What follows belongs to an exercise in optimizing a design on an open flow for small area, a short achievable clock period and few clock cycles; a production flow would make more cautious choices. In this exercise RTL edits were held to simulation tests only and were not proved equivalent to the original. No activity file was given, so power comes from the tool's default toggle rates.

## the previous run
// sp_top
module sp_top
(
	input  logic         clk,
	input  logic         rst_n,
	input  sp_pkg::series_beat_t in_beat,
	input  sp_pkg::sp_mode_t     in_mode,
	output sp_pkg::series_beat_t out_beat
);
Size: roughly 1400 cells after synthesis, about 13000 um^2 of cells after synthesis.
==> flow/config.mk <==
export PLATFORM = sky130hd
export DESIGN_NAME = sp_top
export DESIGN_NICKNAME = sp_top
export VERILOG_FILES = /design/flow/design.v
export SDC_FILE = /design/flow/constraint.sdc
export NUM_CORES = 4
export LEC_CHECK = 0
export CAP_MARGIN = 20
export CORE_MARGIN = 2
export CORE_UTILIZATION = 40
export PLACE_DENSITY = 0.45
export SLEW_MARGIN = 20
export SYNTH_HIERARCHICAL = 1
==> flow/constraint.sdc <==
create_clock -name core_clock -period 10.0 [get_ports {clk}]
set_input_delay 2.0000 -clock core_clock [delete_from_list [all_inputs] [get_ports {clk}]]
set_output_delay 2.0000 -clock core_clock [all_outputs]
set_load 0.01 [all_outputs]
run.sh (not shown) runs the stock make flow with config.mk's settings and CLKGATE_MAP_FILE= SYNTH_SCRIPT=/design/flow/synth_recipe.tcl, a recipe that flattens the netlist after the stock synthesis.
Testbench counts of the previous run, summed over its fixed seeds: cycles 6,624.
For the current run, these inputs were changed with respect to the previous run:
==> flow/flow/run.sh (new file) <==
#!/bin/bash
set -o pipefail
export SETUP_SLACK_MARGIN=7
bash standard.sh > standard.log 2>&1
==> flow/standard.sh (new file) <==
#!/bin/bash
# synth_recipe.tcl (not shown) runs the flow's synth.tcl, then flattens the netlist and writes it again
# the make line also repeats each setting of config.mk as NAME=value (left out here)
make -C /OpenROAD-flow-scripts/flow DESIGN_CONFIG=/design/flow/config.mk WORK_HOME=/design/flow/orfs CLKGATE_MAP_FILE= SYNTH_SCRIPT=/design/flow/synth_recipe.tcl "${@:-finish}"
removed: flow/run.sh
Results
When the final numbers for the previous run and the current run were put side by side, the area growth from synthesis to layout turned out to be smaller in the previous run. When the current run is measured against the previous run, its final worst hold slack turns out 13 ps higher. The current run vs. the previous run: total wire length after detailed routing increased about 7%; internal power contribution went up by 18%. Going from the previous run to the current run, the power per unit of standard cell area was found to have gone up by about 6%. Measured against each other, the previous run and the current run differ in power attributed to the clock group, the higher figure coming from the previous run.

* * *

sp_top, a different RTL version from the one above (not shown whole).
Size: about 1200 cells after synthesis, ~24 I/O pins, roughly 11000 um2 of cells after synthesis.
clock: 10.0 ns
lec_check: 0
cap_margin: 20
core_margin: 2
core_utilization: 40
place_density: 0.45
slew_margin: 20
synth_hierarchical: 1
standard.sh (not shown) runs the stock make flow with config.mk's settings and CLKGATE_MAP_FILE= SYNTH_SCRIPT=/design/flow/synth_recipe.tcl, a recipe that flattens the netlist after the stock synthesis.
==> flow/flow/run.sh <==
#!/bin/bash
# Layout: the standard flow (standard.sh) with two changes to how the
# layout is made; the SDC, so the clock period and I/O constraints, is
# the standard flow's own and unchanged.
#  1. Synthesis is the standard script except that the inverse table and
#     the two output adders (modules inv_table, fast_add) are mapped by ABC
#     for area (flow/lut_area.script) before the standard ABC call maps the
#     rest. Registers are untouched.
#  2. ORFS's timing repair aims at slack beyond the design's period, so
#     that it sizes up the longest paths.
# Usage: bash flow/run.sh [make target]   (default finish)
set -euo pipefail
here=$(pwd)
target=${1:-finish}

# synthesis script: synth_recipe.tcl sourcing a copy of ORFS's synth.tcl
# with one extra ABC call for those modules
sed "/^ *log_cmd abc {\*}\$abc_args/i\\
  log_cmd abc -script $here/flow/lut_area.script {*}[lrange \$abc_args 2 end] inv_table fast_add" \
  "$FLOW_HOME/scripts/synth.tcl" > "$here/synth_lut.tcl"
grep -q "lut_area.script" "$here/synth_lut.tcl"
sed "s#\$::env(SCRIPTS_DIR)/synth.tcl#$here/synth_lut.tcl#" "$here/synth_recipe.tcl" > "$here/synth_recipe_lut.tcl"
grep -q "synth_lut.tcl" "$here/synth_recipe_lut.tcl"

# run the synth target with that script, then the standard flow on top
make_cmd=$(grep -m1 '^make -C' "$here/standard.sh" | sed -e "s#SYNTH_SCRIPT=[^ ]*#SYNTH_SCRIPT=$here/synth_recipe_lut.tcl#" -e 's#"\${@:-finish}"##')
eval "$make_cmd synth" > "$here/synth_lut.log" 2>&1

export SETUP_SLACK_MARGIN=6.8
bash "$here/standard.sh" "$target" > "$here/standard.log" 2>&1
==> flow/flow/lut_area.script <==
strash
&get -n
&dch -f
&nf -R 1000
&put
The baseline completed without violations.
Testbench counts at the start, summed over its fixed seeds: cycles 6,624.
==> next run, changes <==
--- a/flow/flow/run.sh
+++ b/flow/flow/run.sh
@@ -27,4 +27,4 @@
 eval "$make_cmd synth" > "$here/synth_lut.log" 2>&1
 
-export SETUP_SLACK_MARGIN=6.8
+export SETUP_SLACK_MARGIN=6.7
 bash "$here/standard.sh" "$target" > "$here/standard.log" 2>&1
- The new run produced a clean layout
- clock-buffer cell count does not change
- cell area is lower by 3.6%
- setup slack is worse by 0.089 ns
- combinational power decreases by 7.5%
- final cell count falls by 1.9%

* * *

Setup of P:
Another version of the RTL of sp_top (not shown whole).
Size: roughly 1200 cells after synthesis, about 24 I/O pins, roughly 11000 µm² of cells after synthesis.
export LEC_CHECK = 0
export CAP_MARGIN = 20
export CORE_MARGIN = 2
export CORE_UTILIZATION = 50
export PLACE_DENSITY = 0.6
export SLEW_MARGIN = 20
export SYNTH_HIERARCHICAL = 1
create_clock -name core_clock -period 10.0 [get_ports {clk}]
==> flow/flow/run.sh <==
#!/bin/bash
# Layout: the standard flow (standard.sh) with two changes to how the
# layout is made; the SDC, so the clock period and I/O constraints, is
# the standard flow's own and unchanged.
#  1. Synthesis is the standard script except that the inverse table
#     (module inv_table) is mapped by ABC for area (flow/lut_area.script)
#     before the standard ABC call maps the rest. Registers are untouched.
#  2. ORFS's timing repair aims at slack beyond the design's period, so
#     that it sizes up the longest paths.
# Usage: bash flow/run.sh [make target]   (default finish)
set -euo pipefail
here=$(pwd)
target=${1:-finish}

# synthesis script: synth_recipe.tcl sourcing a copy of ORFS's synth.tcl
# with one extra ABC call for the table module
sed "/^ *log_cmd abc {\*}\$abc_args/i\\
  log_cmd abc -script $here/flow/lut_area.script {*}[lrange \$abc_args 2 end] inv_table" \
  "$FLOW_HOME/scripts/synth.tcl" > "$here/synth_lut.tcl"
grep -q "lut_area.script" "$here/synth_lut.tcl"
sed "s#\$::env(SCRIPTS_DIR)/synth.tcl#$here/synth_lut.tcl#" "$here/synth_recipe.tcl" > "$here/synth_recipe_lut.tcl"
grep -q "synth_lut.tcl" "$here/synth_recipe_lut.tcl"

# run the synth target with that script, then the standard flow on top
make_cmd=$(grep -m1 '^make -C' "$here/standard.sh" | sed -e "s#SYNTH_SCRIPT=[^ ]*#SYNTH_SCRIPT=$here/synth_recipe_lut.tcl#" -e 's#"\${@:-finish}"##')
eval "$make_cmd synth" > "$here/synth_lut.log" 2>&1

export SETUP_SLACK_MARGIN=6.7
bash "$here/standard.sh" "$target" > "$here/standard.log" 2>&1
Scripts as last shown in full above: flow/flow/lut_area.script
P completed; timing, DRC and antenna clean
Testbench counts of P, summed over its fixed seeds: cycles 6,624.
Relative to P, the following input files were edited for Q:
--- a/flow/config.mk
+++ b/flow/config.mk
@@ -9,4 +9,5 @@
 export CORE_MARGIN = 2
-export CORE_UTILIZATION = 50
-export PLACE_DENSITY = 0.6
+export CORE_UTILIZATION = 40
+export CTS_BUF_LIST = sky130_fd_sc_hd__clkbuf_8
+export PLACE_DENSITY = 0.45
 export SLEW_MARGIN = 20
==> comparison <==
Changes observed in Q relative to P: multiplexer share of the synthesized area did not really move; sequential power did not really move; internal portion of total power went down; clock-pin slew on the worst setup and hold paths went up; detailed-route via count went down. When Q is set beside P, its pin count of the biggest net entering global routing turns out to be 12 smaller. First element of the critical path = idx1[3]: P; first element of the critical path = a[4][0]: Q. Side by side, detailed-route wire length per cell turned out higher in Q than in P.
Relative to Q, the following input files were edited for R:
--- a/flow/config.mk
+++ b/flow/config.mk
@@ -10,3 +10,2 @@
 export CORE_UTILIZATION = 40
-export CTS_BUF_LIST = sky130_fd_sc_hd__clkbuf_8
 export PLACE_DENSITY = 0.45
Results
- Switching power of the nets shrinks by a few percent when moving from Q to R.
- [R] via count fell 0.89% relative to Q
- Compared with Q, R shows met3 wire length that has gone up by a few percent.
- R leaves less setup margin than Q.
- Share of post-route cells with drive strength above 1 delta for R relative to Q: 1.7 points lower
- From Q to R the numbers moved as follows: post-route cell area neither gained nor lost much; final critical-path share of the clock period picked up an extra 0.32 points.

* * *

JK:
Another version of the RTL of sp_top (not shown whole).
For scale: about 1300 cells after synthesis, roughly 140 flip-flops, roughly 24 I/O pins, roughly 12000 um^2 of cells after synthesis.
Design sp_top, start of the top module:
module sp_top
(
	input  logic         clk,
	input  logic         rst_n,
	input  sp_pkg::series_beat_t in_beat,
	input  sp_pkg::sp_mode_t     in_mode,
	output sp_pkg::series_beat_t out_beat
);
Settings: LEC_CHECK=0, CAP_MARGIN=20, CORE_MARGIN=2, CORE_UTILIZATION=40, PLACE_DENSITY=0.45, SLEW_MARGIN=20, SYNTH_HIERARCHICAL=1; clock period 10.0 ns.
==> flow/flow/run.sh <==
#!/bin/bash
set -o pipefail
export SETUP_SLACK_MARGIN=6.7
bash standard.sh > standard.log 2>&1
Having completed the whole flow, JK delivered a layout that passed the timing, DRC and antenna checks.
Testbench counts of JK, summed over its fixed seeds: cycles 6,624.
diff inputs: JK => MS
==> flow/flow/run.sh <==
#!/bin/bash
# Layout: the standard flow (standard.sh) with two changes to how the
# layout is made; the SDC, so the clock period and I/O constraints, is
# the standard flow's own and unchanged.
#  1. Synthesis is the standard script except that the inverse table
#     (module inv_table) is mapped by ABC for area (flow/lut_area.script)
#     before the standard ABC call maps the rest. Registers are untouched.
#  2. ORFS's timing repair aims at slack beyond the design's period, so
#     that it sizes up the longest paths.
# Usage: bash flow/run.sh [make target]   (default finish)
set -euo pipefail
here=$(pwd)
target=${1:-finish}

# synthesis script: synth_recipe.tcl sourcing a copy of ORFS's synth.tcl
# with one extra ABC call for the table module
sed "/^ *log_cmd abc {\*}\$abc_args/i\\
  log_cmd abc -script $here/flow/lut_area.script {*}[lrange \$abc_args 2 end] inv_table" \
  "$FLOW_HOME/scripts/synth.tcl" > "$here/synth_lut.tcl"
grep -q "lut_area.script" "$here/synth_lut.tcl"
sed "s#\$::env(SCRIPTS_DIR)/synth.tcl#$here/synth_lut.tcl#" "$here/synth_recipe.tcl" > "$here/synth_recipe_lut.tcl"
grep -q "synth_lut.tcl" "$here/synth_recipe_lut.tcl"

# run the synth target with that script, then the standard flow on top
make_cmd=$(grep -m1 '^make -C' "$here/standard.sh" | sed -e "s#SYNTH_SCRIPT=[^ ]*#SYNTH_SCRIPT=$here/synth_recipe_lut.tcl#" -e 's#"\${@:-finish}"##')
eval "$make_cmd synth" > "$here/synth_lut.log" 2>&1

export SETUP_SLACK_MARGIN=6.7
bash "$here/standard.sh" "$target" > "$here/standard.log" 2>&1
==> flow/flow/lut_area.script (new file) <==
strash
&get -n
&dch -f
&nf -R 1000
&put
- As of MS, overall die height had fallen by a few percent compared to JK.
- Between JK and MS, the area fraction in and, or, nand and nor cells after synthesis is higher for MS.
- There was hardly any difference in area added between synthesis and finish between JK and MS.
- From JK to MS the numbers moved as follows: buffer and inverter count on the worst path higher; area after synthesis lower; critical path data arrival time lower; count of instances resized after the clock tree is built lower.
- Sort JK and MS by data-path buffer share of cell area in the final layout desc -> top: JK

* * *

## oak
sp_top, a different RTL version from the one above (not shown whole).
Size: roughly 1,200 cells after synthesis, roughly 140 flip-flops.
export LEC_CHECK = 0
export CAP_MARGIN = 20
export CORE_MARGIN = 2
export CORE_UTILIZATION = 40
export PLACE_DENSITY = 0.45
export SLEW_MARGIN = 20
export SYNTH_HIERARCHICAL = 1
create_clock -name core_clock -period 10.0 [get_ports {clk}]
==> flow/flow/run.sh <==
#!/bin/bash
# Layout: the standard flow (standard.sh) with two changes to how the
# layout is made; the SDC, so the clock period and I/O constraints, is
# the standard flow's own and unchanged.
#  1. Synthesis is the standard script except that the inverse table and
#     the two output adders (modules inv_table, fast_add) are mapped by ABC
#     for area (flow/lut_area.script) before the standard ABC call maps the
#     rest. Registers are untouched.
#  2. ORFS's timing repair aims at slack beyond the design's period, so
#     that it sizes up the longest paths.
# Usage: bash flow/run.sh [make target]   (default finish)
set -euo pipefail
here=$(pwd)
target=${1:-finish}

# synthesis script: synth_recipe.tcl sourcing a copy of ORFS's synth.tcl
# with one extra ABC call for those modules
sed "/^ *log_cmd abc {\*}\$abc_args/i\\
  log_cmd abc -script $here/flow/lut_area.script {*}[lrange \$abc_args 2 end] inv_table fast_add" \
  "$FLOW_HOME/scripts/synth.tcl" > "$here/synth_lut.tcl"
grep -q "lut_area.script" "$here/synth_lut.tcl"
sed "s#\$::env(SCRIPTS_DIR)/synth.tcl#$here/synth_lut.tcl#" "$here/synth_recipe.tcl" > "$here/synth_recipe_lut.tcl"
grep -q "synth_lut.tcl" "$here/synth_recipe_lut.tcl"

# run the synth target with that script, then the standard flow on top
make_cmd=$(grep -m1 '^make -C' "$here/standard.sh" | sed -e "s#SYNTH_SCRIPT=[^ ]*#SYNTH_SCRIPT=$here/synth_recipe_lut.tcl#" -e 's#"\${@:-finish}"##')
eval "$make_cmd synth" > "$here/synth_lut.log" 2>&1

export SETUP_SLACK_MARGIN=6.8
bash "$here/standard.sh" "$target" > "$here/standard.log" 2>&1
==> flow/flow/lut_area.script <==
strash
&get -n
&dch -f
&nf -R 1000
&put
oak did not stop at any stage, and its layout met the timing, DRC and antenna checks.
Testbench counts of oak, summed over its fixed seeds: cycles 6,624.
The inputs of pine differ from those of oak as listed below.
--- a/flow/flow/run.sh
+++ b/flow/flow/run.sh
@@ -27,4 +27,4 @@
 eval "$make_cmd synth" > "$here/synth_lut.log" 2>&1
 
-export SETUP_SLACK_MARGIN=6.8
+export SETUP_SLACK_MARGIN=6.7
 bash "$here/standard.sh" "$target" > "$here/standard.log" 2>&1
==> run notes <==
- Against oak, pine comes in about 8% lower on leakage power total.
- pine does worse than oak on setup slack.
- pine — area growth from synthesis to final layout 8.2 points lower, oak as reference
- reg2out as the category of the critical setup timing path was reported by pine, and reg2reg by oak.
- What pine reported for net switching power has to be multiplied by 1.06 to get the figure for oak.

[port drivers added, routing unchanged]
In the flow no input, the clock included, has a driving cell. The finished layouts below were timed again as built, in two steps. Step 1 (the two cells are an assumption about what drives the block):
set clk [get_ports {clk}]
set_driving_cell -lib_cell sky130_fd_sc_hd__clkbuf_16 $clk
set_driving_cell -lib_cell sky130_fd_sc_hd__buf_2 [delete_from_list [all_inputs] $clk]
Step 2 moves the port delays by t, midway between the first and last clock arrival at a register: inputs arrive t later, outputs are due t later. That takes back most of the time a late clock gives input paths. Three values: ideal, step 1, step 2; two values: the first two.
run | t (ns) | setup slack, ns | worst register clock-pin slew, ns
the previous run | 0.486 | 5.868 / 5.868 / 5.868 | 0.07 / 0.07
the current run | 0.481 | 6.662 / 6.662 / 6.511 | 0.07 / 0.07
the first run of note 2 | 0.479 | 6.814 / 6.814 / 6.439 | 0.08 / 0.08
the second run of note 2 | 0.482 | 6.725 / 6.674 / 6.357 | 0.08 / 0.08
P | 0.472 | 6.649 / 6.649 / 6.374 | 0.07 / 0.07
Q | 0.485 | 6.708 / 6.708 / 6.275 | 0.12 / 0.12
R | 0.464 | 6.676 / 6.676 / 6.383 | 0.08 / 0.08
JK | 0.475 | 6.682 / 6.682 / 6.310 | 0.09 / 0.09
MS | 0.465 | 6.708 / 6.700 / 6.323 | 0.07 / 0.07
oak | 0.466 | 6.747 / 6.747 / 6.384 | 0.08 / 0.08
pine | 0.470 | 6.740 / 6.692 / 6.364 | 0.08 / 0.08
After both steps setup and hold are still met in every run listed. For Q, which loses most, drivers alone change the setup slack by 0.000 ns; drivers and shift together by -0.433 ns.
